This is an optimization exercise on Yosys and OpenROAD, whose aim is small area, not a production implementation. The RTL was checked by simulation tests, not by an equivalence proof against the original design. Power and IR drop assume default switching activity.

==> design.v <==
`timescale 1ns/1ps
module fsmc_regs_top (
    input  logic                      clk,
    input  logic                      rst_n,
    input  logic                      nadv,
    input  logic                      nwe,
    input  logic                      noe,
    input  logic [18-1:0] ad_bus,
    output logic [18-1:0] ad_drive,
    output logic                      ad_drive_en
);
    localparam int dw    = 16;
    localparam int len   = 7;        
    localparam int rings = 10;
    logic          nadv_s, nwe_s;    
    logic [3:0]    noe_hist;         
    logic          en_q;
    logic [2:0]    phase;            
    logic          clr;              
    logic [5:0]    addr_q;           
    logic [5:0]    waddr_q;          
    logic [dw-1:0] wdata_q;          
    logic          wpend;
    logic          rpend;            
    logic [dw-1:0] rdata_q;
    logic          wr_end;
    logic [5:0]    waddr_d;
    logic [dw-1:0] wdata_d;
    logic          wact;
    logic [rings-1:0] wsel;          
    logic [dw-1:0] tap [rings];
    logic [dw-1:0] head [rings];     
    logic [dw-1:0] rword;
    logic [2:0]    phase_p;          
    logic          rhit;
    function automatic logic [rings-1:0] at_tap(input logic [5:0] k, input logic [2:0] ph);
        at_tap = '0;
        if (k[2:0] != 3'd7)
            at_tap[k[5:3]] = (ph == k[2:0]);
        else if (k[5:3] != 3'd7)
            at_tap[8] = (ph == k[5:3]);
        else
            at_tap[9] = 1'b1;
    endfunction
    always_ff @(posedge clk or negedge rst_n) begin
        if (!rst_n) begin
            nadv_s   <= 1'b1;
            nwe_s    <= 1'b1;
            noe_hist <= '0;
            en_q     <= 1'b0;
        end else begin
            nadv_s   <= nadv;
            nwe_s    <= nwe;
            noe_hist <= {noe_hist[2:0], ~noe};
            en_q     <= |noe_hist[3:1];
        end
    end
    always_ff @(posedge clk) begin
        if (!nadv)
            addr_q <= {ad_bus[17:16], ad_bus[3:0]};
    end
    always_ff @(posedge clk or negedge rst_n) begin
        if (!rst_n) begin
            phase <= '0;
            clr   <= 1'b1;
        end else begin
            phase <= (phase == 3'(len - 1)) ? '0 : phase + 1'b1;
            if (phase == 3'(len - 1))
                clr <= 1'b0;
        end
    end
    assign wr_end  = nwe && !nwe_s;
    assign waddr_d = wr_end ? addr_q : waddr_q;
    assign wdata_d = wr_end ? ad_bus[dw-1:0] : wdata_q;
    assign wact    = wr_end || wpend;
    assign wsel    = wact ? at_tap(waddr_d, phase) : '0;
    always_ff @(posedge clk) begin
        waddr_q <= waddr_d;
    end
    always_ff @(posedge clk or negedge rst_n) begin
        if (!rst_n) begin
            wdata_q <= '0;    
            wpend   <= 1'b0;
        end else begin
            wdata_q <= wdata_d;
            wpend   <= wact && !(|wsel);
        end
    end
    for (genvar r = 0; r < rings; r++) begin : g_ring
        localparam int n = (r == rings - 1) ? 1 : len;
        logic [n*dw-1:0] q;
        logic            we;
        assign we      = clr || wsel[r];
        assign tap[r]  = we ? wdata_d : q[n*dw-1 -: dw];
        assign head[r] = q[dw-1:0];
        always_ff @(posedge clk) begin
            if (n == 1)
                q <= tap[r];
            else
                q <= {q[n*dw-dw-1:0], tap[r]};
        end
    end
    assign phase_p = (phase == 3'd0) ? 3'(len - 1) : phase - 1'b1;
    assign rhit    = |at_tap(addr_q, phase_p);
    always_comb begin
        if (addr_q[2:0] != 3'd7)
            rword = head[addr_q[5:3]];
        else if (addr_q[5:3] != 3'd7)
            rword = head[8];
        else
            rword = head[9];
    end
    always_ff @(posedge clk or negedge rst_n) begin
        if (!rst_n)
            rpend <= 1'b0;
        else
            rpend <= (!nadv_s && nwe_s) || (rpend && !rhit);
    end
    always_ff @(posedge clk) begin
        if (rpend && rhit)
            rdata_q <= rword;
    end
    assign ad_drive    = {2'b00, rdata_q};
    assign ad_drive_en = en_q;
endmodule
==> flow/run.sh <==
#!/bin/bash
# the standard layout with small port buffers and a clock tree without dummy loads
export BUFFER_PORTS_ARGS="-buffer_cell sky130_fd_sc_hd__buf_1"
export CTS_ARGS="-sink_clustering_enable -repair_clock_nets -sink_clustering_size 20 -sink_clustering_max_diameter 100 -buf_list sky130_fd_sc_hd__clkbuf_8 -dont_use_dummy_load"
bash standard.sh > standard.log 2>&1
==> standard.sh <==
#!/bin/bash
# synth_recipe.tcl (not shown) runs the flow's synth.tcl, then flattens the netlist and writes it again
# the make line also repeats each setting of config.mk as NAME=value (left out here)
make -C /OpenROAD-flow-scripts/flow DESIGN_CONFIG=/design/flow/config.mk WORK_HOME=/design/flow/orfs CLKGATE_MAP_FILE= SYNTH_SCRIPT=/design/flow/synth_recipe.tcl "${@:-finish}"
==> config.mk <==
export PLATFORM = sky130hd
export DESIGN_NAME = fsmc_regs_top
export DESIGN_NICKNAME = fsmc_regs_top
export VERILOG_FILES = /design/flow/design.v
export SDC_FILE = /design/flow/constraint.sdc
export NUM_CORES = 4
export LEC_CHECK = 0
export CAP_MARGIN = 20
export CORE_MARGIN = 2
export CORE_UTILIZATION = 65
export CTS_BUF_LIST = sky130_fd_sc_hd__clkbuf_8
export CTS_CLUSTER_DIAMETER = 100
export CTS_CLUSTER_SIZE = 20
export SLEW_MARGIN = 20
==> constraint.sdc <==
create_clock -name core_clock -period 5.0 [get_ports {clk}]
set_input_delay 1.0000 -clock core_clock [delete_from_list [all_inputs] [get_ports {clk}]]
set_output_delay 1.0000 -clock core_clock [all_outputs]
set_load 0.01 [all_outputs]
==> out/qor.yml, run 1 <==
arrival_ns: 3.99
ys_top_cells_by_area: "dfxtp_1, mux2_2, edfxtp_1"
multi_input_area_um2: 3770
maxSlewViolCount: 0
drtIter0Drc: 641
yosys_warnings: 3
synthMostInstantiatedCell: "dfxtp_1"
vias_per_cell: 5.07
ys_ff_latch: 1081
netlist.area_leader.share_pct: 77.5
max_freq_mhz: 289
start_kind: "register"
synth-seq-area-share_pct: 84.6
drc: 0
critPathCaptureType: "register"
gp_congestion: 0.831
worstPathRequired_ns: 5.54
power.total_mw: 13.7
grt_overflow: 0
postSynthCellCount: 1585
ys_types: 59
tns_ns: 0
root_buffer: "clkbuf_8"
dominantRegCellSynth: "dfxtp_1"
drtPass1Iterations: 5
rsz0062_at_grt: "no"
grt_pass1_wl_mm: 64.5
placed_area_um2: 26900
post_cts_resized: 0
cpMaxStageDelayCell: "and3_1"
power.leakage_nw: 11.2
cp_max_fo: 20
finClkSkew_ns: 0.0693
yosysTopAreaCell: "dfxtp_1"
synth_common_cells: "dfxtp_1, mux2_2, nand2_1, edfxtp_1, dfrtp_1"
initial_core_util_pct: 65.9
netlist_area_um2: 26200
cts_hold_buffers: 0
drv_cap: 0
io_buffers: 39
fin_crit_sh_pct: 69.1
totalWireLength_mm: 42.9
vdd_drop_max_mv: 0.332
first_global_vias: 10793
finalInstanceArea_um2: 27800
setup-violations-final: 0
synth_edf_count: 38
cts_tree: "built"
numCtsBuffers: 60
htree_levels: 2
cp_top_family: "compound AO/OA/AOI/OAI gates"
numClockSinks: 1081
tightestPinTransition_ns: 1.22
hold_path_class: "register to register"
num_rows: 73
regArea_um2: 22200
holdWs_ns: 0.285
cp_cell_sequence: "and3_1, nor4_1, a41oi_1, nor2_4, a31oi_4, mux2_2"
crit_type: "register to register"
io_pins: 42
core_area_um2: 39700
final_layout_size_suffix_gt1_share_pct: 15.2
nets: 1697
async_reset_ff_share_pct: 2.68
antenna_found_initial: 4
grt_max_degree: 50
clk_pin_slew_ns: 0.12
die_y_um: 205
wire_per_inst_um: 19.6
path_buf_inv: 0
slowest_delay_ns: 0.82
syn_area_per_cell_um2: 16.5
fp.dieW_um: 205
track_usage_pct: 21.0
dp_hpwl_mm: 26.5
dieArea_um2: 41900
fin_crit_ns: 3.46
vias: 11092
finalCoreUtilization_pct: 69.9
p_per_area_nw_per_um2: 492
post_cts_buffers: 0
max_slew_margin_pct: 18.3
hold_viol_final: 0
clock_latency_ns: 0.68
status: "complete, no violations"
ant_nets: 0
clock_path_buffers: 3
fillers: 2710
area_growth_pct: 6.03
-- cell type report --
class / count / share of cell area [%]
antenna: 1 / 0.00901
tap: 525 / 2.36
clock buffer: 60 / 2.97
inverter: 12 / 0.162
sequential: 1081 / 79.8
multi-input combinational: 449 / 13.6
timing repair buffer: 58 / 1.09
-- placed cells by master (no fill, tap or decap), types with 3 or more instances in the layout --
master / n
nand2_1: 78
dfrtp_1: 26
a31oi_1: 11
inv_1: 12
a222oi_1: 7
and2_1: 3
a21o_1: 5
nor2_1: 24
o211ai_1: 10
mux2_1: 10
mux2_2: 150
a221oi_1: 21
buf_4: 18
xor2_1: 5
a21oi_1: 20
a22oi_1: 17
nor3_1: 3
a31oi_4: 3
edfxtp_1: 38
clkbuf_8: 60
o21ai_0: 9
dfxtp_1: 1014
xnor2_1: 6
nand3_1: 8
dfstp_2: 3
ha_1: 12
mux2i_1: 11
buf_1: 38
-- layer usage --
layer  vias to the layer above  global-route usage [%]  wire (um)
li1                       5364                       -          -
met1                      5458                    32.1      21900
met2                       212                    30.4      18100
met3                        58                    3.44       1820
met4                         0                    7.38       1110
met5                         -                       0          0
-- power by group --
group / internal (mW) / switching [mW]
logic: 0.260 / 0.412
registers: 9.40 / 0.223
clock network: 1.08 / 2.27
total: 10.7 / 2.91
-- worst paths after layout --
path                                  from         endpoint  slack [ns]  cells past startpoint
min                        g_ring[8].q[54]  g_ring[8].q[70]        0.28                      0
min in group asynchronous            rst_n      noe_hist[3]        0.41                      1
max                              addr_q[0]  g_ring[1].q[14]        1.54                      6
max in group asynchronous            rst_n       wdata_q[8]        4.06                      1
max reg2reg                      addr_q[0]  g_ring[1].q[14]        1.54                      6
min reg2reg                g_ring[8].q[54]  g_ring[8].q[70]        0.28                      0
-- registers in the layout, indices dropped and copies added, names as in the netlist --
register,cells
rpend,1
rdata_q,16
noe_hist,4
clr,1
g_ring.q,1024
phase,3
nwe_s,1
wdata_q,16
nadv_s,1
en_q,1
addr_q,6
wpend,1
waddr_q,6
-- logic make-up after synthesis --
logic type | after synthesis | share of synthesized area [%]
buf+inv | 56 | 0.993
flops | 1081 | 84.6
compound gates | 117 | 3.54
mux | 174 | 7.49
xor+xnor | 13 | 0.535
other cells | 1 | 0.0143
simple gates | 131 | 2.22
fa+ha+maj | 12 | 0.573
-- through the flow --
step	std cells	setup slack [ns]
floorplan	1586	1.49
global placement	2125	1.05
detailed placement	2125	0.981
CTS	2185	1.53
global route	2186	1.42
finish	2186	1.54
==> run 2, diff against run 1 <==
==> flow/run.sh (replaced) <==
#!/bin/bash
# the standard layout with small port buffers and a clock tree without dummy loads
export BUFFER_PORTS_ARGS="-buffer_cell sky130_fd_sc_hd__buf_1"
export CTS_ARGS="-sink_clustering_enable -repair_clock_nets -sink_clustering_size 18 -sink_clustering_max_diameter 100 -buf_list sky130_fd_sc_hd__clkbuf_8 -dont_use_dummy_load"
bash standard.sh > standard.log 2>&1
==> config.mk (replaced) <==
export PLATFORM = sky130hd
export DESIGN_NAME = fsmc_regs_top
export DESIGN_NICKNAME = fsmc_regs_top
export VERILOG_FILES = /design/flow/design.v
export SDC_FILE = /design/flow/constraint.sdc
export NUM_CORES = 4
export LEC_CHECK = 0
export CAP_MARGIN = 0
export CORE_MARGIN = 2
export CORE_UTILIZATION = 65
export SLEW_MARGIN = 0
==> out/qor.yml, run 2 <==
max_freq_mhz: 290  # was 289 MHz
initial_core_util_pct: 65.9  # unchanged
async_reset_ff_share_pct: 2.68  # unchanged
netlist.area_leader.share_pct: 77.5  # unchanged
yosys_warnings: 3  # unchanged
final_cells: 2196  # was 2186
crit_type: "register to register"  # unchanged
status: "complete, no violations"  # unchanged
grt_max_degree: 50  # unchanged
hold_viol_final: 0  # unchanged
wire_per_inst_um: 19.9  # was 19.6 um
reg.largest.list: "g_ring.q (1024), rdata_q (16), wdata_q (16)"  # unchanged
cp_cell_sequence: "and3_1, nor4_1, a41oi_1, nor3_4, a21oi_2, buf_4, mux2_2"  # was and3_1, nor4_1, a41oi_1, nor2_4, a31oi_4, mux2_2
start_kind: "register"  # unchanged
synth_common_cells: "dfxtp_1, mux2_2, nand2_1, edfxtp_1, dfrtp_1"  # unchanged
core_area_um2: 39700  # unchanged
cp_max_fo: 20  # unchanged
cp_top_family: "compound AO/OA/AOI/OAI gates"  # unchanged
synth-seq-area-share_pct: 84.6  # unchanged
slowest_delay_ns: 0.79  # was 0.82 ns
hold_path_class: "register to register"  # unchanged
pwr-share-seq_pct: 69.2  # was 70.5%
fp.dieW_um: 205  # unchanged
synth_edf_count: 38  # unchanged
fin_crit_ns: 3.44  # was 3.46 ns
num_rows: 73  # unchanged
netlist_area_um2: 26200  # unchanged
p_sw_mw: 2.98  # was 2.91 mW
power.leakage_nw: 11.2  # about the same
tns_ns: 0  # unchanged
post_cts_resized: 0  # unchanged
drc: 0  # unchanged
cts_hold_buffers: 0  # unchanged
internal_power_mw: 10.9  # was 10.7 mW
p_comb_share_pct: 4.8  # was 4.9%
final_common_cell: "dfxtp_1"  # unchanged
grt_pass1_wl_mm: 65.4  # was 64.5 mm
area_growth_pct: 6.55  # was 6.03%
tightestPinTransition_ns: 1.13  # was 1.22 ns
p_per_area_nw_per_um2: 498  # was 492 nW/um2
dpl.cell_count: 2125  # unchanged
nets: 1707  # was 1697
clk_pin_slew_ns: 0.10  # was 0.12 ns
io_pins: 42  # unchanged
max_slew_margin_pct: 24.3  # was 18.3%
final_layout_size_suffix_gt1_share_pct: 15.7  # was 15.2%
grt_overflow: 0  # unchanged
cpMaxStageDelayCell: "and3_1"  # unchanged
numCtsBuffers: 70  # was 60
htree_levels: 3  # was 2
numClockSinks: 1081  # unchanged
ys_ff_latch: 1081  # unchanged
post_cts_buffers: 0  # unchanged
worstPathRequired_ns: 5.53  # was 5.54 ns
finClkSkew_ns: 0.0541  # was 0.0693 ns
drtPass1Iterations: 5  # unchanged
cts_tree: "built"  # unchanged
track_usage_pct: 21.4  # was 21.0%
synthMostInstantiatedCell: "dfxtp_1"  # unchanged
arrival_ns: 3.97  # was 3.99 ns
critPathCaptureType: "register"  # unchanged
totalWireLength_mm: 43.6  # was 42.9 mm
rsz0062_at_grt: "no"  # unchanged
ant_nets: 0  # unchanged
drv_cap: 0  # unchanged
clock_power_share_pct: 26.0  # was 24.6%
io_buffers: 39  # unchanged
r2r_setup_slack_ns: 1.56  # was 1.54 ns
dp_hpwl_mm: 26.5  # unchanged
path_buf_inv: 1  # was 0
syn_area_per_cell_um2: 16.5  # unchanged
fin_crit_sh_pct: 68.9  # was 69.1%
swShare_pct: 21.4  # was 21.3%
die_y_um: 205  # unchanged
ys_top_cells_by_area: "dfxtp_1, mux2_2, edfxtp_1"  # unchanged
dominantRegCellSynth: "dfxtp_1"  # unchanged
gp_congestion: 0.831  # unchanged
setup-violations-final: 0  # unchanged
largest_register_ff_count: 1024  # unchanged
ys_types: 59  # unchanged
vdd_drop_max_mv: 0.346  # was 0.332 mV
maxSlewViolCount: 0  # unchanged
dieArea_um2: 41900  # unchanged
mostFrequentLayoutCells: "dfxtp_1, mux2_2, nand2_1, clkbuf_8"  # unchanged
antenna_found_initial: 5  # was 4
pre_cts_ws_ns: 0.981  # unchanged
fin_ws_ns: 1.56  # was 1.54 ns
yosysTopAreaCell: "dfxtp_1"  # unchanged
clock_latency_ns: 0.63  # was 0.68 ns
root_buffer: "clkbuf_8"  # unchanged
first_global_vias: 10928  # was 10793
drtIter0Drc: 649  # was 641
regMostFlops: "g_ring.q"  # unchanged
vias_per_cell: 5.10  # was 5.07
vias: 11205  # was 11092
clock_path_buffers: 3  # unchanged
postSynthCellCount: 1585  # unchanged
==> run 2: cell counts after synthesis <==
No cell type changed its count.
==> run 2: stage by stage <==
stage / hold WS, ns / cell area [um2] / utilization [%] / power [mW]
floorplan: 0.310 / 26200 / - / 10.2
global placement: 0.310 / 26900 / 67.8 / 10.5
detailed placement: 0.312 / 26900 / 67.8 / 10.5
CTS: 0.255 / 27900 / 70.2 / 14.0
global route: 0.250 / 27900 / 70.3 / 14.5
finish: 0.259 / 27900 / 70.3 / 13.9
==> run 2: cell families (layout without fill, tap and decap cells) <==
group,count (synthesis),in the layout,synth area share [%]
xor gates and xnor gates,13,13,0.535
DFF,1081,1081,84.6
AOI/OAI and AO/OA,117,117,3.54
adders and majority gates,12,12,0.573
other,1,3,0.0143
muxes,174,174,7.49
buffers and inverters,56,140,0.993
and+or+nand+nor,131,131,2.22
==> run 2: final timing paths <==
kind,endpoint,startpoint,cells past startpoint
min,g_ring[6].q[101],g_ring[6].q[85],0
min in group asynchronous,wdata_q[3],rst_n,1
max reg2reg,g_ring[3].q[5],addr_q[0],7
max,g_ring[3].q[5],addr_q[0],7
min reg2reg,g_ring[6].q[101],g_ring[6].q[85],0
max in group asynchronous,wdata_q[6],rst_n,1
==> run 2: layout make-up <==
type | instances | area [um2]
flip-flops and latches | 1081 | 22200
fillers | 2672 | 11800
multi-input cells | 449 | 3770
clock buffers | 70 | 963
well taps | 525 | 657
repair buffers | 58 | 303
inverters | 12 | 45.0
diodes | 1 | 2.50
==> run 2: routing by layer <==
metal / up-vias / GRT usage, % / share of wire, %
li1: 5389 / - / -
met2: 213 / 30.9 / 42
met1: 5523 / 32.4 / 51
met5: - / 0 / 0
met4: 0 / 8.15 / 2.8
met3: 80 / 3.79 / 4.1
==> run 2: power groups by stage <==
| stage | Sequential [mW] | Clock [mW] | Combinational [mW] |
|---|---|---|---|
| 2_1_floorplan | 9.72 | 0 | 0.445 |
| 3_3_place_gp | 9.80 | 0 | 0.654 |
| 3_5_place_dp | 9.82 | 0 | 0.669 |
| 4_1_cts | 9.64 | 3.72 | 0.675 |
| 5_1_grt | 9.70 | 4.04 | 0.725 |
| 6_report | 9.63 | 3.61 | 0.674 |
==> run 3, diff against run 2 <==
--- a/design.v
+++ b/design.v
@@ -24,9 +24,6 @@
     logic          rpend;            
     logic [dw-1:0] rdata_q;
     logic          wr_end;
-    logic [5:0]    waddr_d;
-    logic [dw-1:0] wdata_d;
-    logic          wact;
     logic [rings-1:0] wsel;          
     logic [dw-1:0] tap [rings];
     logic [dw-1:0] head [rings];     
@@ -69,21 +66,20 @@
                 clr <= 1'b0;
         end
     end
-    assign wr_end  = nwe && !nwe_s;
-    assign waddr_d = wr_end ? addr_q : waddr_q;
-    assign wdata_d = wr_end ? ad_bus[dw-1:0] : wdata_q;
-    assign wact    = wr_end || wpend;
-    assign wsel    = wact ? at_tap(waddr_d, phase) : '0;
+    assign wr_end = nwe && !nwe_s;
+    assign wsel   = wpend ? at_tap(waddr_q, phase) : '0;
     always_ff @(posedge clk) begin
-        waddr_q <= waddr_d;
+        if (wr_end)
+            waddr_q <= addr_q;
     end
     always_ff @(posedge clk or negedge rst_n) begin
         if (!rst_n) begin
             wdata_q <= '0;    
             wpend   <= 1'b0;
         end else begin
-            wdata_q <= wdata_d;
-            wpend   <= wact && !(|wsel);
+            if (wr_end)
+                wdata_q <= ad_bus[dw-1:0];
+            wpend <= wr_end || (wpend && !(|wsel));
         end
     end
     for (genvar r = 0; r < rings; r++) begin : g_ring
@@ -91,7 +87,7 @@
         logic [n*dw-1:0] q;
         logic            we;
         assign we      = clr || wsel[r];
-        assign tap[r]  = we ? wdata_d : q[n*dw-1 -: dw];
+        assign tap[r]  = we ? wdata_q : q[n*dw-1 -: dw];
         assign head[r] = q[dw-1:0];
         always_ff @(posedge clk) begin
             if (n == 1)
==> run.sh (new file) <==
#!/bin/bash
# synth_recipe.tcl (not shown) runs the flow's synth.tcl, then flattens the netlist and writes it again
# the make line also repeats each setting of config.mk as NAME=value (left out here)
make -C /OpenROAD-flow-scripts/flow DESIGN_CONFIG=/design/flow/config.mk WORK_HOME=/design/flow/orfs CLKGATE_MAP_FILE= SYNTH_SCRIPT=/design/flow/synth_recipe.tcl finish
--- a/config.mk
+++ b/config.mk
@@ -5,7 +5,10 @@
 export SDC_FILE = /design/flow/constraint.sdc
 export NUM_CORES = 4
 export LEC_CHECK = 0
-export CAP_MARGIN = 0
+export CAP_MARGIN = 20
 export CORE_MARGIN = 2
 export CORE_UTILIZATION = 65
-export SLEW_MARGIN = 0
+export CTS_BUF_LIST = sky130_fd_sc_hd__clkbuf_8
+export CTS_CLUSTER_DIAMETER = 100
+export CTS_CLUSTER_SIZE = 20
+export SLEW_MARGIN = 20
removed: flow/run.sh
removed: standard.sh
==> out/qor.yml, run 3 <==
post_cts_resized: 0  # unchanged
cts_tree: "built"  # unchanged
setup-violations-final: 0  # unchanged
area_growth_pct: 6.88  # was 6.55%
ys_top_cells_by_area: "dfxtp_1, edfxtp_1, mux2_4"  # was dfxtp_1, mux2_2, edfxtp_1
p_comb_share_pct: 2.5  # was 4.8%
postSynthCellCount: 1526  # was 1585
synth_edf_count: 44  # was 38
dominantRegCellSynth: "dfxtp_1"  # unchanged
worstPathRequired_ns: 5.59  # was 5.53 ns
cpMaxStageDelayCell: "a311o_1"  # was and3_1
largest_register_ff_count: 1024  # unchanged
fin_crit_sh_pct: 59.7  # was 68.9%
p_sw_mw: 2.73  # was 2.98 mW
cp_cell_sequence: "inv_1, ha_1, nand2b_1, nor2_1, a311o_1, buf_4, mux2_1"  # was and3_1, nor4_1, a41oi_1, nor3_4, a21oi_2, buf_4, mux2_2
drtPass1Iterations: 5  # unchanged
initial_core_util_pct: 65.5  # was 65.9%
wire_per_inst_um: 19.4  # was 19.9 um
grt_pass1_wl_mm: 62.1  # was 65.4 mm
die_y_um: 206  # was 205 um
fin_ws_ns: 2.02  # was 1.56 ns
first_global_vias: 10445  # was 10928
ys_types: 52  # was 59
cp_max_fo: 9  # was 20
finClkSkew_ns: 0.0229  # was 0.0541 ns
fillers: 2706  # was 2672
core_area_um2: 40600  # was 39700 um2
antenna_found_initial: 0  # was 5
async_reset_ff_share_pct: 2.68  # unchanged
synth_top_family_by_area: "multiplexers"  # unchanged
clock_power_share_pct: 26.8  # was 26.0%
pwr-share-seq_pct: 70.7  # was 69.2%
power.leakage_nw: 11.6  # was 11.2 nW
vias: 10785  # was 11205
synth_compound_area_share_pct: 3.63  # was 3.54%
crit_type: "register to register"  # unchanged
final_common_cell: "dfxtp_1"  # unchanged
status: "complete, no violations"  # unchanged
regMostFlops: "g_ring.q"  # unchanged
internal_power_mw: 10.3  # was 10.9 mW
cp_top_family: "compound AO/OA/AOI/OAI gates"  # unchanged
ant_nets: 0  # unchanged
yosys_warnings: 3  # unchanged
root_buffer: "clkbuf_8"  # unchanged
pre_cts_ws_ns: 2.00  # was 0.981 ns
synth.area.mux_share_pct: 9.20  # was 7.49%
io_pins: 42  # unchanged
io_buffers: 39  # unchanged
slowest_delay_ns: 0.73  # was 0.79 ns
max_slew_margin_pct: 28.1  # was 24.3%
maxSlewViolCount: 0  # unchanged
synth_fa_ha_area_share_pct: 0.565  # was 0.573%
cts_hold_buffers: 0  # unchanged
hold_path_class: "register to register"  # unchanged
swShare_pct: 20.9  # was 21.4%
rsz0062_at_grt: "no"  # unchanged
dieArea_um2: 42500  # was 41900 um2
synth_xor_area_share_pct: 0.429  # was 0.535%
holdWs_ns: 0.314  # was 0.259 ns
finalCoreUtilization_pct: 70.0  # was 70.3%
synth_common_cells: "dfxtp_1, mux2_4, mux2_1, edfxtp_1, mux2_2"  # was dfxtp_1, mux2_2, nand2_1, edfxtp_1, dfrtp_1
nets: 1620  # was 1707
n_antenna_cell: 0  # was 1
start_kind: "register"  # unchanged
fp.dieW_um: 206  # was 205 um
grt_overflow: 0  # unchanged
grt_max_degree: 47  # was 50
tightestPinTransition_ns: 1.08  # was 1.13 ns
track_usage_pct: 19.9  # was 21.4%
synthMostInstantiatedCell: "dfxtp_1"  # unchanged
vdd_drop_max_mv: 0.327  # was 0.346 mV
htree_levels: 2  # was 3
drv_cap: 0  # unchanged
synthSimpleGateAreaFrac_pct: 1.12  # was 2.22%
clk_pin_slew_ns: 0.12  # was 0.10 ns
tns_ns: 0  # unchanged
syn_area_per_cell_um2: 17.4  # was 16.5 um2
fin_crit_ns: 2.98  # was 3.44 ns
critPathCaptureType: "register"  # unchanged
yosysTopAreaCell: "dfxtp_1"  # unchanged
drc: 0  # unchanged
mostFrequentLayoutCells: "dfxtp_1, mux2_4, mux2_1, clkbuf_8, edfxtp_1"  # was dfxtp_1, mux2_2, nand2_1, clkbuf_8
clock_path_buffers: 3  # unchanged
vias_per_cell: 5.04  # was 5.10
num_rows: 74  # was 73
reg.largest.list: "g_ring.q (1024), rdata_q (16), wdata_q (16)"  # unchanged
hold_viol_final: 0  # unchanged
ys_ff_latch: 1081  # unchanged
clock_latency_ns: 0.69  # was 0.63 ns
numCtsBuffers: 60  # was 70
p_per_area_nw_per_um2: 460  # was 498 nW/um2
multi_input_area_um2: 4010  # was 3770 um2
post_cts_buffers: 0  # unchanged
netlist_area_um2: 26600  # was 26200 um2
totalWireLength_mm: 41.6  # was 43.6 mm
max_freq_mhz: 335  # was 290 MHz
gp_congestion: 0.755  # was 0.831
regArea_um2: 22200  # about the same
arrival_ns: 3.57  # was 3.97 ns
synth-seq-area-share_pct: 83.7  # was 84.6%
final_layout_size_suffix_gt1_share_pct: 13.0  # was 15.7%
dp_hpwl_mm: 23.8  # was 26.5 mm
drtIter0Drc: 701  # was 649
path_buf_inv: 2  # was 1
power.total_mw: 13.1  # was 13.9 mW
netlist.area_leader.share_pct: 76.0  # was 77.5%
numClockSinks: 1081  # unchanged
-- run 3: final cells by class --
cell class / instances / share of cell area, %
Tap cell: 532 / 2.35
Multi-Input combinational cell: 378 / 14.1
Sequential cell: 1081 / 78.3
Clock buffer: 60 / 2.91
Clock inverter: 25 / 0.419
Timing Repair Buffer: 52 / 1.70
Inverter: 12 / 0.159
-- run 3: worst reg2reg max path: cells and delay by family (launching register included) --
family	cells	cell delay (ns)
buffers and inverters	2	0.43
multiplexers	1	0.34
AO/OA/AOI/OAI	1	0.73
AND/OR/NAND/NOR	2	0.51
adder cells (fa/ha/maj)	1	0.34
flip-flops	1	0.52
-- run 3: through the flow --
stage | std cells | instance area, um2
floorplan | 1527 | 26600
global placement | 2055 | 27400
detailed placement | 2055 | 27400
CTS | 2140 | 28400
global route | 2140 | 28400
finish | 2140 | 28400
-- run 3: cell families (layout without fill, tap and decap cells) --
group / after synthesis / in the layout
compound gates: 110 / 110
xor+xnor: 10 / 10
fa+ha+maj: 12 / 12
buf+inv: 68 / 149
flops: 1081 / 1081
mux: 192 / 192
other cells: 1 / 2
simple gates: 52 / 52
-- run 3: power groups by stage --
stage                     combinational [mW]  sequential (mW)  clock [mW]
final                                  0.327             9.23        3.49
after floorplan                        0.253             9.31           0
after detailed placement               0.326             9.43           0
after CTS                              0.328             9.24        3.61
after global routing                   0.350             9.28        3.91
after global placement                 0.316             9.42           0
-- run 3: path summary, 6_finish.rpt --
check | from | to | slack [ns] | cells past startpoint
worst max-delay path | waddr_q[4] | g_ring[8].q[1] | 2.02 | 7
worst min-delay path | g_ring[1].q[87] | g_ring[1].q[103] | 0.31 | 0
worst max register to register | waddr_q[4] | g_ring[8].q[1] | 2.02 | 7
worst min register to register | g_ring[1].q[87] | g_ring[1].q[103] | 0.31 | 0
max in group asynchronous | rst_n | noe_hist[1] | 4.08 | 1
min in group asynchronous | rst_n | phase[2] | 0.39 | 1
-- run 3: per-layer routing --
metal	track usage, %	vias to the layer above	wire length, um
met5	0	-	0
met4	4.87	0	606
met3	3.83	55	1760
met2	28.7	196	17300
met1	31.2	5318	21900
li1	-	5216	-
==> run 4, diff against run 3 <==
==> flow/run.sh (new file) <==
#!/bin/bash
# The standard layout (standard.sh) with three changes:
#  - synthesis and repair may use only drive strength 1 logic cells (buffers, inverters,
#    flip-flops and clock cells are not restricted): extra_dont_use.txt is added to the
#    platform's don't-use list
#  - ports are buffered with buf_1
#  - clock tree: clkbuf_8 leaf clusters of up to 20 sinks, no dummy loads
set -euo pipefail
PLAT=$(make -s -C "$FLOW_HOME" DESIGN_CONFIG="$FLOW_CONFIG" WORK_HOME="$PWD/orfs" print-DONT_USE_CELLS 2>/dev/null | sed -n 's/^DONT_USE_CELLS: //p')
export DU="$PLAT $(cat flow/extra_dont_use.txt)"
export BUFFER_PORTS_ARGS="-buffer_cell sky130_fd_sc_hd__buf_1"
export CTS_ARGS="-sink_clustering_enable -repair_clock_nets -sink_clustering_size 20 -sink_clustering_max_diameter 100 -buf_list sky130_fd_sc_hd__clkbuf_8 -dont_use_dummy_load"
sed 's|"\${@:-finish}"|"DONT_USE_CELLS=$DU" "${@:-finish}"|' standard.sh > standard_du.sh
grep -q 'DONT_USE_CELLS=\$DU' standard_du.sh
echo "$DU" > dont_use.log
bash standard_du.sh > standard.log 2>&1
==> flow/extra_dont_use.txt (new file) <==
sky130_fd_sc_hd__a2111o_2 sky130_fd_sc_hd__a2111o_4 sky130_fd_sc_hd__a2111oi_2 sky130_fd_sc_hd__a2111oi_4 sky130_fd_sc_hd__a211o_2 sky130_fd_sc_hd__a211o_4 sky130_fd_sc_hd__a211oi_2 sky130_fd_sc_hd__a211oi_4 sky130_fd_sc_hd__a21bo_2 sky130_fd_sc_hd__a21bo_4 sky130_fd_sc_hd__a21boi_2 sky130_fd_sc_hd__a21boi_4 sky130_fd_sc_hd__a21o_2 sky130_fd_sc_hd__a21o_4 sky130_fd_sc_hd__a21oi_2 sky130_fd_sc_hd__a21oi_4 sky130_fd_sc_hd__a221o_2 sky130_fd_sc_hd__a221o_4 sky130_fd_sc_hd__a221oi_2 sky130_fd_sc_hd__a221oi_4 sky130_fd_sc_hd__a22o_2 sky130_fd_sc_hd__a22o_4 sky130_fd_sc_hd__a22oi_2 sky130_fd_sc_hd__a22oi_4 sky130_fd_sc_hd__a2bb2o_2 sky130_fd_sc_hd__a2bb2o_4 sky130_fd_sc_hd__a2bb2oi_2 sky130_fd_sc_hd__a2bb2oi_4 sky130_fd_sc_hd__a311o_2 sky130_fd_sc_hd__a311o_4 sky130_fd_sc_hd__a311oi_2 sky130_fd_sc_hd__a311oi_4 sky130_fd_sc_hd__a31o_2 sky130_fd_sc_hd__a31o_4 sky130_fd_sc_hd__a31oi_2 sky130_fd_sc_hd__a31oi_4 sky130_fd_sc_hd__a32o_2 sky130_fd_sc_hd__a32o_4 sky130_fd_sc_hd__a32oi_2 sky130_fd_sc_hd__a32oi_4 sky130_fd_sc_hd__a41o_2 sky130_fd_sc_hd__a41o_4 sky130_fd_sc_hd__a41oi_2 sky130_fd_sc_hd__a41oi_4 sky130_fd_sc_hd__and2_2 sky130_fd_sc_hd__and2_4 sky130_fd_sc_hd__and2b_2 sky130_fd_sc_hd__and2b_4 sky130_fd_sc_hd__and3_2 sky130_fd_sc_hd__and3_4 sky130_fd_sc_hd__and3b_2 sky130_fd_sc_hd__and3b_4 sky130_fd_sc_hd__and4_2 sky130_fd_sc_hd__and4_4 sky130_fd_sc_hd__and4b_2 sky130_fd_sc_hd__and4b_4 sky130_fd_sc_hd__and4bb_2 sky130_fd_sc_hd__and4bb_4 sky130_fd_sc_hd__fa_2 sky130_fd_sc_hd__fa_4 sky130_fd_sc_hd__ha_2 sky130_fd_sc_hd__ha_4 sky130_fd_sc_hd__maj3_2 sky130_fd_sc_hd__maj3_4 sky130_fd_sc_hd__mux2_2 sky130_fd_sc_hd__mux2_4 sky130_fd_sc_hd__mux2_8 sky130_fd_sc_hd__mux2i_2 sky130_fd_sc_hd__mux2i_4 sky130_fd_sc_hd__mux4_2 sky130_fd_sc_hd__mux4_4 sky130_fd_sc_hd__nand2_2 sky130_fd_sc_hd__nand2_4 sky130_fd_sc_hd__nand2_8 sky130_fd_sc_hd__nand2b_2 sky130_fd_sc_hd__nand2b_4 sky130_fd_sc_hd__nand3_2 sky130_fd_sc_hd__nand3_4 sky130_fd_sc_hd__nand3b_2 sky130_fd_sc_hd__nand3b_4 sky130_fd_sc_hd__nand4_2 sky130_fd_sc_hd__nand4_4 sky130_fd_sc_hd__nand4b_2 sky130_fd_sc_hd__nand4b_4 sky130_fd_sc_hd__nand4bb_2 sky130_fd_sc_hd__nand4bb_4 sky130_fd_sc_hd__nor2_2 sky130_fd_sc_hd__nor2_4 sky130_fd_sc_hd__nor2_8 sky130_fd_sc_hd__nor2b_2 sky130_fd_sc_hd__nor2b_4 sky130_fd_sc_hd__nor3_2 sky130_fd_sc_hd__nor3_4 sky130_fd_sc_hd__nor3b_2 sky130_fd_sc_hd__nor3b_4 sky130_fd_sc_hd__nor4_2 sky130_fd_sc_hd__nor4_4 sky130_fd_sc_hd__nor4b_2 sky130_fd_sc_hd__nor4b_4 sky130_fd_sc_hd__nor4bb_2 sky130_fd_sc_hd__nor4bb_4 sky130_fd_sc_hd__o2111a_2 sky130_fd_sc_hd__o2111a_4 sky130_fd_sc_hd__o2111ai_2 sky130_fd_sc_hd__o2111ai_4 sky130_fd_sc_hd__o211a_2 sky130_fd_sc_hd__o211a_4 sky130_fd_sc_hd__o211ai_2 sky130_fd_sc_hd__o211ai_4 sky130_fd_sc_hd__o21a_2 sky130_fd_sc_hd__o21a_4 sky130_fd_sc_hd__o21ai_2 sky130_fd_sc_hd__o21ai_4 sky130_fd_sc_hd__o21ba_2 sky130_fd_sc_hd__o21ba_4 sky130_fd_sc_hd__o21bai_2 sky130_fd_sc_hd__o21bai_4 sky130_fd_sc_hd__o221a_2 sky130_fd_sc_hd__o221a_4 sky130_fd_sc_hd__o221ai_2 sky130_fd_sc_hd__o221ai_4 sky130_fd_sc_hd__o22a_2 sky130_fd_sc_hd__o22a_4 sky130_fd_sc_hd__o22ai_2 sky130_fd_sc_hd__o22ai_4 sky130_fd_sc_hd__o2bb2a_2 sky130_fd_sc_hd__o2bb2a_4 sky130_fd_sc_hd__o2bb2ai_2 sky130_fd_sc_hd__o2bb2ai_4 sky130_fd_sc_hd__o311a_2 sky130_fd_sc_hd__o311a_4 sky130_fd_sc_hd__o311ai_2 sky130_fd_sc_hd__o311ai_4 sky130_fd_sc_hd__o31a_2 sky130_fd_sc_hd__o31a_4 sky130_fd_sc_hd__o31ai_2 sky130_fd_sc_hd__o31ai_4 sky130_fd_sc_hd__o32a_2 sky130_fd_sc_hd__o32a_4 sky130_fd_sc_hd__o32ai_2 sky130_fd_sc_hd__o32ai_4 sky130_fd_sc_hd__o41a_2 sky130_fd_sc_hd__o41a_4 sky130_fd_sc_hd__o41ai_2 sky130_fd_sc_hd__o41ai_4 sky130_fd_sc_hd__or2_2 sky130_fd_sc_hd__or2_4 sky130_fd_sc_hd__or2b_2 sky130_fd_sc_hd__or2b_4 sky130_fd_sc_hd__or3_2 sky130_fd_sc_hd__or3_4 sky130_fd_sc_hd__or3b_2 sky130_fd_sc_hd__or3b_4 sky130_fd_sc_hd__or4_2 sky130_fd_sc_hd__or4_4 sky130_fd_sc_hd__or4b_2 sky130_fd_sc_hd__or4b_4 sky130_fd_sc_hd__or4bb_2 sky130_fd_sc_hd__or4bb_4 sky130_fd_sc_hd__sedfxbp_2 sky130_fd_sc_hd__sedfxtp_2 sky130_fd_sc_hd__sedfxtp_4 sky130_fd_sc_hd__xnor2_2 sky130_fd_sc_hd__xnor2_4 sky130_fd_sc_hd__xnor3_2 sky130_fd_sc_hd__xnor3_4 sky130_fd_sc_hd__xor2_2 sky130_fd_sc_hd__xor2_4 sky130_fd_sc_hd__xor3_2 sky130_fd_sc_hd__xor3_4 sky130_fd_sc_hd__buf_4 sky130_fd_sc_hd__buf_6 sky130_fd_sc_hd__buf_8 sky130_fd_sc_hd__buf_12 sky130_fd_sc_hd__buf_16 
==> standard.sh (new file) <==
#!/bin/bash
# synth_recipe.tcl (not shown) runs the flow's synth.tcl, then flattens the netlist and writes it again
# the make line also repeats each setting of config.mk as NAME=value (left out here)
make -C /OpenROAD-flow-scripts/flow DESIGN_CONFIG=/design/flow/config.mk WORK_HOME=/design/flow/orfs CLKGATE_MAP_FILE= SYNTH_SCRIPT=/design/flow/synth_recipe.tcl "${@:-finish}"
--- a/config.mk
+++ b/config.mk
@@ -8,7 +8,4 @@
 export CAP_MARGIN = 20
 export CORE_MARGIN = 2
 export CORE_UTILIZATION = 65
-export CTS_BUF_LIST = sky130_fd_sc_hd__clkbuf_8
-export CTS_CLUSTER_DIAMETER = 100
-export CTS_CLUSTER_SIZE = 20
 export SLEW_MARGIN = 20
removed: run.sh
==> out/qor.yml, run 4 <==
error: "ERROR: TCL interpreter returned an error: The step that buffers pass-through wires placed cells that are on DONT_USE_CELLS: 2 sky130_fd_sc_hd__buf_4 (a module's cells ..."
status: "did not finish"  # was complete, no violations
flow.stopped_at: "synthesis (1_2_yosys)"
yosys_warnings: 3  # unchanged
==> run 5, diff against run 4 <==
--- a/flow/run.sh
+++ b/flow/run.sh
@@ -10,7 +10,7 @@
 export DU="$PLAT $(cat flow/extra_dont_use.txt)"
 export BUFFER_PORTS_ARGS="-buffer_cell sky130_fd_sc_hd__buf_1"
 export CTS_ARGS="-sink_clustering_enable -repair_clock_nets -sink_clustering_size 20 -sink_clustering_max_diameter 100 -buf_list sky130_fd_sc_hd__clkbuf_8 -dont_use_dummy_load"
-sed 's|"\${@:-finish}"|"DONT_USE_CELLS=$DU" "${@:-finish}"|' standard.sh > standard_du.sh
+sed 's|"\${@:-finish}"|"DONT_USE_CELLS=$DU" "MIN_BUF_CELL_AND_PORTS=sky130_fd_sc_hd__buf_2 A X" "${@:-finish}"|' standard.sh > standard_du.sh
 grep -q 'DONT_USE_CELLS=\$DU' standard_du.sh
 echo "$DU" > dont_use.log
 bash standard_du.sh > standard.log 2>&1
==> out/qor.yml, run 5 <==
status: "complete, no violations"  # was did not finish
dpl.cell_count: 2062
final_layout_size_suffix_gt1_share_pct: 4.57
die_y_um: 204
fin_crit_sh_pct: 68.0
clock_latency_ns: 0.66
yosysTopAreaCell: "dfxtp_1"
nets: 1634
finalCoreUtilization_pct: 69.7
finClkSkew_ns: 0.0676
max_slew_margin_pct: 22.1
totalWireLength_mm: 41.4
clk_pin_slew_ns: 0.11
p_per_area_nw_per_um2: 465
max_freq_mhz: 294
power.leakage_nw: 11.2
reg.largest.list: "g_ring.q (1024), rdata_q (16), wdata_q (16)"
grt_overflow: 0
numCtsBuffers: 60
fin_crit_ns: 3.40
vias_per_cell: 4.99
drtPass1Iterations: 6
netlist_area_um2: 26100
io_buffers: 39
n_antenna_cell: 0
rsz0062_at_grt: "no"
placed_area_um2: 26800
gp_congestion: 0.753
io_pins: 42
vias: 10599
final_common_cell: "dfxtp_1"
ys_top_cells_by_area: "dfxtp_1, mux2_1, edfxtp_1"
dp_hpwl_mm: 24.7
netlist.area_leader.share_pct: 77.4
initial_core_util_pct: 65.7
largest_register_ff_count: 1024
cts_tree: "built"
setup-violations-final: 0
synth_common_cells: "dfxtp_1, mux2_1, edfxtp_1, dfrtp_1, clkbuf_1"
tightestPinTransition_ns: 1.17
clock_path_buffers: 3
ant_nets: 0
wire_per_inst_um: 19.5
drtIter0Drc: 623
numClockSinks: 1081
fp.dieW_um: 204
num_rows: 73
async_reset_ff_share_pct: 2.68
maxSlewViolCount: 0
dominantRegCellSynth: "dfxtp_1"
area_growth_pct: 6.11
cp_max_fo: 14
htree_levels: 2
yosys_warnings: 3  # unchanged
vdd_drop_max_mv: 0.328
first_global_vias: 10560
mostFrequentLayoutCells: "dfxtp_1, mux2_1, clkbuf_8, edfxtp_1, buf_1"
syn_area_per_cell_um2: 17.1
postSynthCellCount: 1520
dieArea_um2: 41700
core_area_um2: 39600
final_cells: 2122
synth-seq-area-share_pct: 85.3
holdWs_ns: 0.249
finalInstanceArea_um2: 27600
post_cts_resized: 0
critPathCaptureType: "register"
grt_pass1_wl_mm: 62.6
start_kind: "register"
root_buffer: "clkbuf_8"
regMostFlops: "g_ring.q"
hold_path_class: "register to register"
grt_max_degree: 47
drv_cap: 0
cts_hold_buffers: 0
hold_viol_final: 0
tns_ns: 0
track_usage_pct: 20.5
ys_ff_latch: 1081
antenna_found_initial: 0
worstPathRequired_ns: 5.57
ys_types: 43
synthMostInstantiatedCell: "dfxtp_1"
arrival_ns: 3.97
synth_edf_count: 44
crit_type: "register to register"
drc: 0
post_cts_buffers: 0
## run 5: final timing paths
check,startpoint,endpoint,slack (ns),cells after the start
worst min-delay path,g_ring[3].q[50],g_ring[3].q[66],0.25,0
worst min register to register,g_ring[3].q[50],g_ring[3].q[66],0.25,0
worst max-delay path,phase[2],g_ring[5].q[4],1.60,7
max in group asynchronous,rst_n,phase[1],3.93,1
min in group asynchronous,rst_n,wdata_q[12],0.46,1
worst max register to register,phase[2],g_ring[5].q[4],1.60,7
## run 5: cell type report
| class | instances | area (um2) |
|---|---|---|
| clock buffers | 60 | 826 |
| multi-input cells | 378 | 3500 |
| repair buffers | 66 | 393 |
| flip-flops and latches | 1081 | 22200 |
| fillers | 2736 | 12000 |
| inverters | 12 | 45.0 |
| well taps | 525 | 657 |
## run 5: where the power goes
| part | internal, mW | total [mW] | switching (mW) |
|---|---|---|---|
| logic | 0.107 | 0.267 | 0.160 |
| clock network | 1.08 | 3.37 | 2.29 |
| registers | 9.04 | 9.23 | 0.187 |
| total | 10.2 | 12.9 | 2.64 |
## run 5: per-stage QoR
stage / power, mW / setup slack (ns)
after floorplan: 9.50 / 2.28
after global placement: 9.68 / 1.54
after detailed placement: 9.70 / 1.63
after CTS: 13.0 / 1.60
after global routing: 13.4 / 1.36
final: 12.9 / 1.60
## run 5: per-layer routing
layer	vias up	wire (um)	GRT usage, %
li1	5207	-	-
met1	5151	21200	30.8
met2	177	17700	30.8
met3	64	1590	3.35
met4	0	911	6.34
met5	-	0	0
## run 5: cells by family (layout without fill, tap and decap cells)
group                    Yosys count  after routing  synth area share, %
flip-flops                      1081           1081                 85.3
multiplexers                     192            192                 8.22
AO/OA/AOI/OAI                    110            110                 3.17
buffers and inverters             62            138                 1.27
AND/OR/NAND/NOR                   52             52                 1.09
adder cells (fa/ha/maj)           12             12                0.576
XOR/XNOR                          10             10                0.336
other                              1              2               0.0144
## run 5: worst max-delay path, cell delays in order, from the launching register on
cell and delay (ns):
dfrtp_1 0.56, xor2_1 0.23, a2111oi_1 0.74, dlygate4sd1_1 0.42, a31oi_1 0.31, buf_2 0.28
clkdlybuf4s18_2 0.38, mux2_1 0.38
==> run 6, diff against run 5 <==
--- a/design.v
+++ b/design.v
@@ -21,15 +21,16 @@
     logic [5:0]    waddr_q;          
     logic [dw-1:0] wdata_q;          
     logic          wpend;
-    logic          rpend;            
     logic [dw-1:0] rdata_q;
     logic          wr_end;
     logic [rings-1:0] wsel;          
     logic [dw-1:0] tap [rings];
     logic [dw-1:0] head [rings];     
     logic [dw-1:0] rword;
+    logic [rings-1:0] rsel;
     logic [2:0]    phase_p;          
     logic          rhit;
+    logic          en_d, cap;
     function automatic logic [rings-1:0] at_tap(input logic [5:0] k, input logic [2:0] ph);
         at_tap = '0;
         if (k[2:0] != 3'd7)
@@ -49,7 +50,7 @@
             nadv_s   <= nadv;
             nwe_s    <= nwe;
             noe_hist <= {noe_hist[2:0], ~noe};
-            en_q     <= |noe_hist[3:1];
+            en_q     <= en_d;
         end
     end
     always_ff @(posedge clk) begin
@@ -98,24 +99,46 @@
     end
     assign phase_p = (phase == 3'd0) ? 3'(len - 1) : phase - 1'b1;
     assign rhit    = |at_tap(addr_q, phase_p);
-    always_comb begin
-        if (addr_q[2:0] != 3'd7)
-            rword = head[addr_q[5:3]];
-        else if (addr_q[5:3] != 3'd7)
-            rword = head[8];
-        else
-            rword = head[9];
-    end
-    always_ff @(posedge clk or negedge rst_n) begin
-        if (!rst_n)
-            rpend <= 1'b0;
-        else
-            rpend <= (!nadv_s && nwe_s) || (rpend && !rhit);
-    end
+    fsmc_ring_sel ring_sel_i (
+        .k   (addr_q),
+        .sel (rsel)
+    );
+    fsmc_word_mux word_mux_i (
+        .sel   (rsel),
+        .words ({head[9], head[8], head[7], head[6], head[5], head[4], head[3], head[2], head[1], head[0]}),
+        .word  (rword)
+    );
+    assign en_d = |noe_hist[3:1];
+    assign cap  = rhit && !(en_d && !nadv_s);
     always_ff @(posedge clk) begin
-        if (rpend && rhit)
+        if (cap)
             rdata_q <= rword;
     end
     assign ad_drive    = {2'b00, rdata_q};
     assign ad_drive_en = en_q;
 endmodule
+module fsmc_ring_sel (
+    input  logic [5:0] k,
+    output logic [9:0] sel
+);
+    always_comb begin
+        sel = '0;
+        if (k[2:0] != 3'd7)
+            sel[k[5:3]] = 1'b1;
+        else if (k[5:3] != 3'd7)
+            sel[8] = 1'b1;
+        else
+            sel[9] = 1'b1;
+    end
+endmodule
+module fsmc_word_mux (
+    input  logic [9:0]     sel,
+    input  logic [10*16-1:0] words,
+    output logic [15:0]    word
+);
+    always_comb begin
+        word = '0;
+        for (int r = 0; r < 10; r++)
+            word = word | ({16{sel[r]}} & words[r*16 +: 16]);
+    end
+endmodule
--- a/flow/run.sh
+++ b/flow/run.sh
@@ -10,7 +10,7 @@
 export DU="$PLAT $(cat flow/extra_dont_use.txt)"
 export BUFFER_PORTS_ARGS="-buffer_cell sky130_fd_sc_hd__buf_1"
 export CTS_ARGS="-sink_clustering_enable -repair_clock_nets -sink_clustering_size 20 -sink_clustering_max_diameter 100 -buf_list sky130_fd_sc_hd__clkbuf_8 -dont_use_dummy_load"
-sed 's|"\${@:-finish}"|"DONT_USE_CELLS=$DU" "MIN_BUF_CELL_AND_PORTS=sky130_fd_sc_hd__buf_2 A X" "${@:-finish}"|' standard.sh > standard_du.sh
+sed 's|"\${@:-finish}"|"DONT_USE_CELLS=$DU" "${@:-finish}"|' standard.sh > standard_du.sh
 grep -q 'DONT_USE_CELLS=\$DU' standard_du.sh
 echo "$DU" > dont_use.log
 bash standard_du.sh > standard.log 2>&1
==> flow/extra_dont_use.txt (replaced) <==
sky130_fd_sc_hd__a2111o_4 sky130_fd_sc_hd__a2111oi_4 sky130_fd_sc_hd__a211o_4 sky130_fd_sc_hd__a211oi_4 sky130_fd_sc_hd__a21bo_4 sky130_fd_sc_hd__a21boi_4 sky130_fd_sc_hd__a21o_4 sky130_fd_sc_hd__a21oi_4 sky130_fd_sc_hd__a221o_4 sky130_fd_sc_hd__a221oi_4 sky130_fd_sc_hd__a22o_4 sky130_fd_sc_hd__a22oi_4 sky130_fd_sc_hd__a2bb2o_4 sky130_fd_sc_hd__a2bb2oi_4 sky130_fd_sc_hd__a311o_4 sky130_fd_sc_hd__a311oi_4 sky130_fd_sc_hd__a31o_4 sky130_fd_sc_hd__a31oi_4 sky130_fd_sc_hd__a32o_4 sky130_fd_sc_hd__a32oi_4 sky130_fd_sc_hd__a41o_4 sky130_fd_sc_hd__a41oi_4 sky130_fd_sc_hd__and2_4 sky130_fd_sc_hd__and2b_4 sky130_fd_sc_hd__and3_4 sky130_fd_sc_hd__and3b_4 sky130_fd_sc_hd__and4_4 sky130_fd_sc_hd__and4b_4 sky130_fd_sc_hd__and4bb_4 sky130_fd_sc_hd__fa_4 sky130_fd_sc_hd__ha_4 sky130_fd_sc_hd__maj3_4 sky130_fd_sc_hd__mux2_4 sky130_fd_sc_hd__mux2_8 sky130_fd_sc_hd__mux2i_4 sky130_fd_sc_hd__mux4_4 sky130_fd_sc_hd__nand2_4 sky130_fd_sc_hd__nand2_8 sky130_fd_sc_hd__nand2b_4 sky130_fd_sc_hd__nand3_4 sky130_fd_sc_hd__nand3b_4 sky130_fd_sc_hd__nand4_4 sky130_fd_sc_hd__nand4b_4 sky130_fd_sc_hd__nand4bb_4 sky130_fd_sc_hd__nor2_4 sky130_fd_sc_hd__nor2_8 sky130_fd_sc_hd__nor2b_4 sky130_fd_sc_hd__nor3_4 sky130_fd_sc_hd__nor3b_4 sky130_fd_sc_hd__nor4_4 sky130_fd_sc_hd__nor4b_4 sky130_fd_sc_hd__nor4bb_4 sky130_fd_sc_hd__o2111a_4 sky130_fd_sc_hd__o2111ai_4 sky130_fd_sc_hd__o211a_4 sky130_fd_sc_hd__o211ai_4 sky130_fd_sc_hd__o21a_4 sky130_fd_sc_hd__o21ai_4 sky130_fd_sc_hd__o21ba_4 sky130_fd_sc_hd__o21bai_4 sky130_fd_sc_hd__o221a_4 sky130_fd_sc_hd__o221ai_4 sky130_fd_sc_hd__o22a_4 sky130_fd_sc_hd__o22ai_4 sky130_fd_sc_hd__o2bb2a_4 sky130_fd_sc_hd__o2bb2ai_4 sky130_fd_sc_hd__o311a_4 sky130_fd_sc_hd__o311ai_4 sky130_fd_sc_hd__o31a_4 sky130_fd_sc_hd__o31ai_4 sky130_fd_sc_hd__o32a_4 sky130_fd_sc_hd__o32ai_4 sky130_fd_sc_hd__o41a_4 sky130_fd_sc_hd__o41ai_4 sky130_fd_sc_hd__or2_4 sky130_fd_sc_hd__or2b_4 sky130_fd_sc_hd__or3_4 sky130_fd_sc_hd__or3b_4 sky130_fd_sc_hd__or4_4 sky130_fd_sc_hd__or4b_4 sky130_fd_sc_hd__or4bb_4 sky130_fd_sc_hd__sedfxtp_4 sky130_fd_sc_hd__xnor2_4 sky130_fd_sc_hd__xnor3_4 sky130_fd_sc_hd__xor2_4 sky130_fd_sc_hd__xor3_4 
--- a/config.mk
+++ b/config.mk
@@ -7,5 +7,6 @@
 export LEC_CHECK = 0
 export CAP_MARGIN = 20
 export CORE_MARGIN = 2
-export CORE_UTILIZATION = 65
+export CORE_UTILIZATION = 75
 export SLEW_MARGIN = 20
+export SYNTH_HIERARCHICAL = 1
==> out/qor.yml, run 6 <==
dominantRegCellSynth: "dfxtp_1"  # unchanged
final_layout_size_suffix_gt1_share_pct: 17.2  # was 4.57%
ys_top_cells_by_area: "dfxtp_1, mux2_2, edfxtp_1"  # was dfxtp_1, mux2_1, edfxtp_1
gp_congestion: 0.749  # was 0.753
drc: 0  # unchanged
drtIter0Drc: 668  # was 623
tightestPinTransition_ns: 1.23  # was 1.17 ns
synth_edf_count: 44  # unchanged
totalWireLength_mm: 42.9  # was 41.4 mm
swShare_pct: 20.5  # about the same
final_common_cell: "dfxtp_1"  # unchanged
clock_power_share_pct: 26.1  # was 26.2%
dieArea_um2: 36200  # was 41700 um2
ant_nets: 0  # unchanged
postSynthCellCount: 1515  # was 1520
fp.dieW_um: 190  # was 204 um
netlist_area_um2: 26000  # was 26100 um2
clock_latency_ns: 0.69  # was 0.66 ns
io_pins: 42  # unchanged
p_per_area_nw_per_um2: 470  # was 465 nW/um2
track_usage_pct: 24.4  # was 20.5%
n_antenna_cell: 0  # unchanged
hp-start: "g_ring[4].q[81]"  # was g_ring[3].q[50]
first_global_vias: 10847  # was 10560
antenna_found_initial: 0  # unchanged
dp_hpwl_mm: 25.2  # was 24.7 mm
grt_pass1_wl_mm: 64.5  # was 62.6 mm
synthMostInstantiatedCell: "dfxtp_1"  # unchanged
pre_cts_ws_ns: 2.16  # was 1.63 ns
synth_common_cells: "dfxtp_1, mux2_2, a22oi_1, edfxtp_1, dfrtp_1"  # was dfxtp_1, mux2_1, edfxtp_1, dfrtp_1, clkbuf_1
fillers: 1846  # was 2736
synth-seq-area-share_pct: 85.3  # about the same
hold_viol_final: 0  # unchanged
r2r_cells: 8  # was 7
core_area_um2: 34400  # was 39600 um2
io_buffers: 39  # unchanged
status: "complete, no violations"  # unchanged
cts_hold_buffers: 0  # unchanged
yosys_warnings: 11  # was 3
power.leakage_nw: 11.0  # was 11.2 nW
tns_ns: 0  # unchanged
max_slew_margin_pct: 18.1  # was 22.1%
clk_pin_slew_ns: 0.11  # about the same
nets: 1609  # was 1634
r2r_setup_slack_ns: 2.07  # was 1.60 ns
fin_crit_sh_pct: 58.7  # was 68.0%
vias_per_cell: 5.28  # was 4.99
numCtsBuffers: 59  # was 60
post_cts_buffers: 0  # unchanged
worstPathRequired_ns: 5.54  # was 5.57 ns
critPathCaptureType: "register"  # unchanged
crit_type: "register to register"  # unchanged
grt_max_degree: 29  # was 47
cts_tree: "built"  # unchanged
clock_path_buffers: 3  # unchanged
drv_cap: 0  # unchanged
finClkSkew_ns: 0.0253  # was 0.0676 ns
netlist.area_leader.share_pct: 77.5  # was 77.4%
hold_depth: 0  # unchanged
ys_types: 58  # was 43
yosysTopAreaCell: "dfxtp_1"  # unchanged
largest_register_ff_count: 1024  # unchanged
syn_area_per_cell_um2: 17.2  # was 17.1 um2
p_sw_mw: 2.64  # about the same
num_rows: 68  # was 73
holdPathEnd: "g_ring[4].q[97]"  # was g_ring[3].q[66]
hold_path_class: "register to register"  # unchanged
cp_max_fo: 16  # was 14
numClockSinks: 1080  # was 1081
die_y_um: 190  # was 204 um
fin_ws_ns: 2.07  # was 1.60 ns
async_reset_ff_share_pct: 2.59  # was 2.68%
vdd_drop_max_mv: 0.455  # was 0.328 mV
setup-violations-final: 0  # unchanged
start_kind: "register"  # unchanged
r2r-end: "rdata_q[5]"  # was g_ring[5].q[4]
maxSlewViolCount: 0  # unchanged
rsz0062_at_grt: "no"  # unchanged
vias: 10705  # was 10599
fin_crit_ns: 2.93  # was 3.40 ns
mostFrequentLayoutCells: "dfxtp_1, mux2_2, clkbuf_8, a22oi_1, edfxtp_1"  # was dfxtp_1, mux2_1, clkbuf_8, edfxtp_1, buf_1
grt_overflow: 0  # unchanged
max_freq_mhz: 341  # was 294 MHz
p_comb_share_pct: 1.9  # was 2.1%
rr_startpoint: "addr_q[4]"  # was phase[2]
reg.largest.list: "g_ring.q (1024), rdata_q (16), wdata_q (16)"  # unchanged
arrival_ns: 3.47  # was 3.97 ns
internal_power_mw: 10.2  # about the same
drtPass1Iterations: 5  # was 6
regMostFlops: "g_ring.q"  # unchanged
post_cts_resized: 0  # unchanged
initial_core_util_pct: 75.7  # was 65.7%
area_growth_pct: 5.05  # was 6.11%
wire_per_inst_um: 21.2  # was 19.5 um
root_buffer: "clkbuf_8"  # unchanged
htree_levels: 2  # unchanged
ys_ff_latch: 1080  # was 1081
pwr-share-seq_pct: 71.9  # was 71.7%
==> run 6: area by class of cell <==
type                       count  area (um2)  share of cell area [%]
clock buffer                  59         812                    2.97
multi-input combinational    362        3440                    12.6
inverter                      16        60.1                   0.220
timing repair buffer          54         260                   0.952
tap                          455         569                    2.08
sequential                  1080       22200                    81.2
==> run 6: stage by stage <==
stage | cell area [um2] | util (%) | power, mW | instances | hold slack (ns)
4_1_cts | 27400 | 79.6 | 12.9 | 2026 | 0.318
5_1_grt | 27400 | 79.6 | 13.3 | 2026 | 0.324
2_1_floorplan | 26000 | - | 9.51 | 1516 | 0.310
6_report | 27400 | 79.6 | 12.8 | 2026 | 0.316
3_3_place_gp | 26500 | 77.2 | 9.65 | 1967 | 0.310
3_5_place_dp | 26500 | 77.2 | 9.68 | 1967 | 0.312
==> run 6: worst max-delay path by stage <==
stage	start	to	slack, ns	cells past startpoint
2_1_floorplan	phase[0]	rdata_q[0]	1.92	8
3_3_place_gp	waddr_q[3]	g_ring[2].q[11]	2.22	7
3_5_place_dp	waddr_q[3]	g_ring[2].q[1]	2.16	7
4_1_cts	waddr_q[3]	g_ring[2].q[14]	2.12	7
5_1_grt	addr_q[3]	rdata_q[3]	1.91	8
6_report	addr_q[4]	rdata_q[5]	2.07	8
==> run 6: modules after synthesis (local to each module, per instance) <==
module	times used	cells inside
fsmc_ring_sel	1	25
fsmc_regs_top	1	1374
fsmc_word_mux	1	116
==> run 6: routing by layer <==
layer / track usage, % / share of wire, %
met1: 34.0 / 46
met2: 38.9 / 46
met4: 9.15 / 3.2
met5: 0 / 0
met3: 4.21 / 4.4
==> run 6: kinds of logic after synthesis <==
group / count (synthesis) / synth area share (%)
other: 1 / 0.0144
buffers and inverters: 74 / 1.56
XOR/XNOR: 11 / 0.399
AND/OR/NAND/NOR: 63 / 1.44
adder cells (fa/ha/maj): 13 / 0.625
flip-flops: 1080 / 85.3
AO/OA/AOI/OAI: 111 / 3.67
multiplexers: 162 / 7.00
==> run 6: power by group through the flow <==
stage                     clock network [mW]  registers (mW)  logic [mW]
after global routing                    3.72            9.28       0.264
after CTS                               3.43            9.24       0.247
after detailed placement                   0            9.43       0.244
after floorplan                            0            9.31       0.207
final                                   3.36            9.24       0.249
after global placement                     0            9.42       0.233
==> run 6: worst max-delay path, cell delays in order (launching register included) <==
cell      delay (ns)
edfxtp_1        0.57
inv_1           0.12
ha_1            0.22
xnor2_1         0.19
nor2b_2         0.27
and3_1          0.95
a22o_1          0.30
a221oi_2        0.05
nand4_1         0.13

-- separate check: timing with driven ports --
In the flow no input, the clock included, has a driving cell. The finished layouts below were timed again as built, in two steps.
Step 1 sets driving cells, clkbuf_16 on the clock port and buf_2 on the other inputs (assumed; they add their load-dependent delay and slew).
Step 2 also shifts input and output timing later by t, the mid clock arrival at the registers, as if the neighbouring blocks saw the same clock.
Slacks: no drivers / after step 1 / after step 2; pairs: no drivers / after step 1.
| run | t, ns | setup slack, ns | worst hold slack (ns) | worst setup path after step 2 | worst data-port slew with drivers (ns) |
|---|---|---|---|---|---|
| run 1 | 0.704 | 1.545 / 1.545 / 0.994 | 0.285 / 0.285 / 0.285 | input to register | 0.09 |
| run 2 | 0.666 | 1.557 / 1.557 / 0.961 | 0.259 / 0.259 / 0.259 | input to register | 0.09 |
| run 3 | 0.732 | 2.016 / 2.016 / 2.016 | 0.314 / 0.314 / 0.314 | register to register | 0.04 |
| run 5 | 0.698 | 1.601 / 1.601 / 1.601 | 0.249 / 0.249 / 0.249 | register to register | 0.04 |
| run 6 | 0.720 | 2.067 / 2.067 / 2.067 | 0.316 / 0.316 / 0.316 | register to register | 0.04 |
After both steps every run listed still meets setup and hold. The setup slack of run 2, which loses most, moves by 0.000 ns with the drivers and by -0.596 ns with both steps.
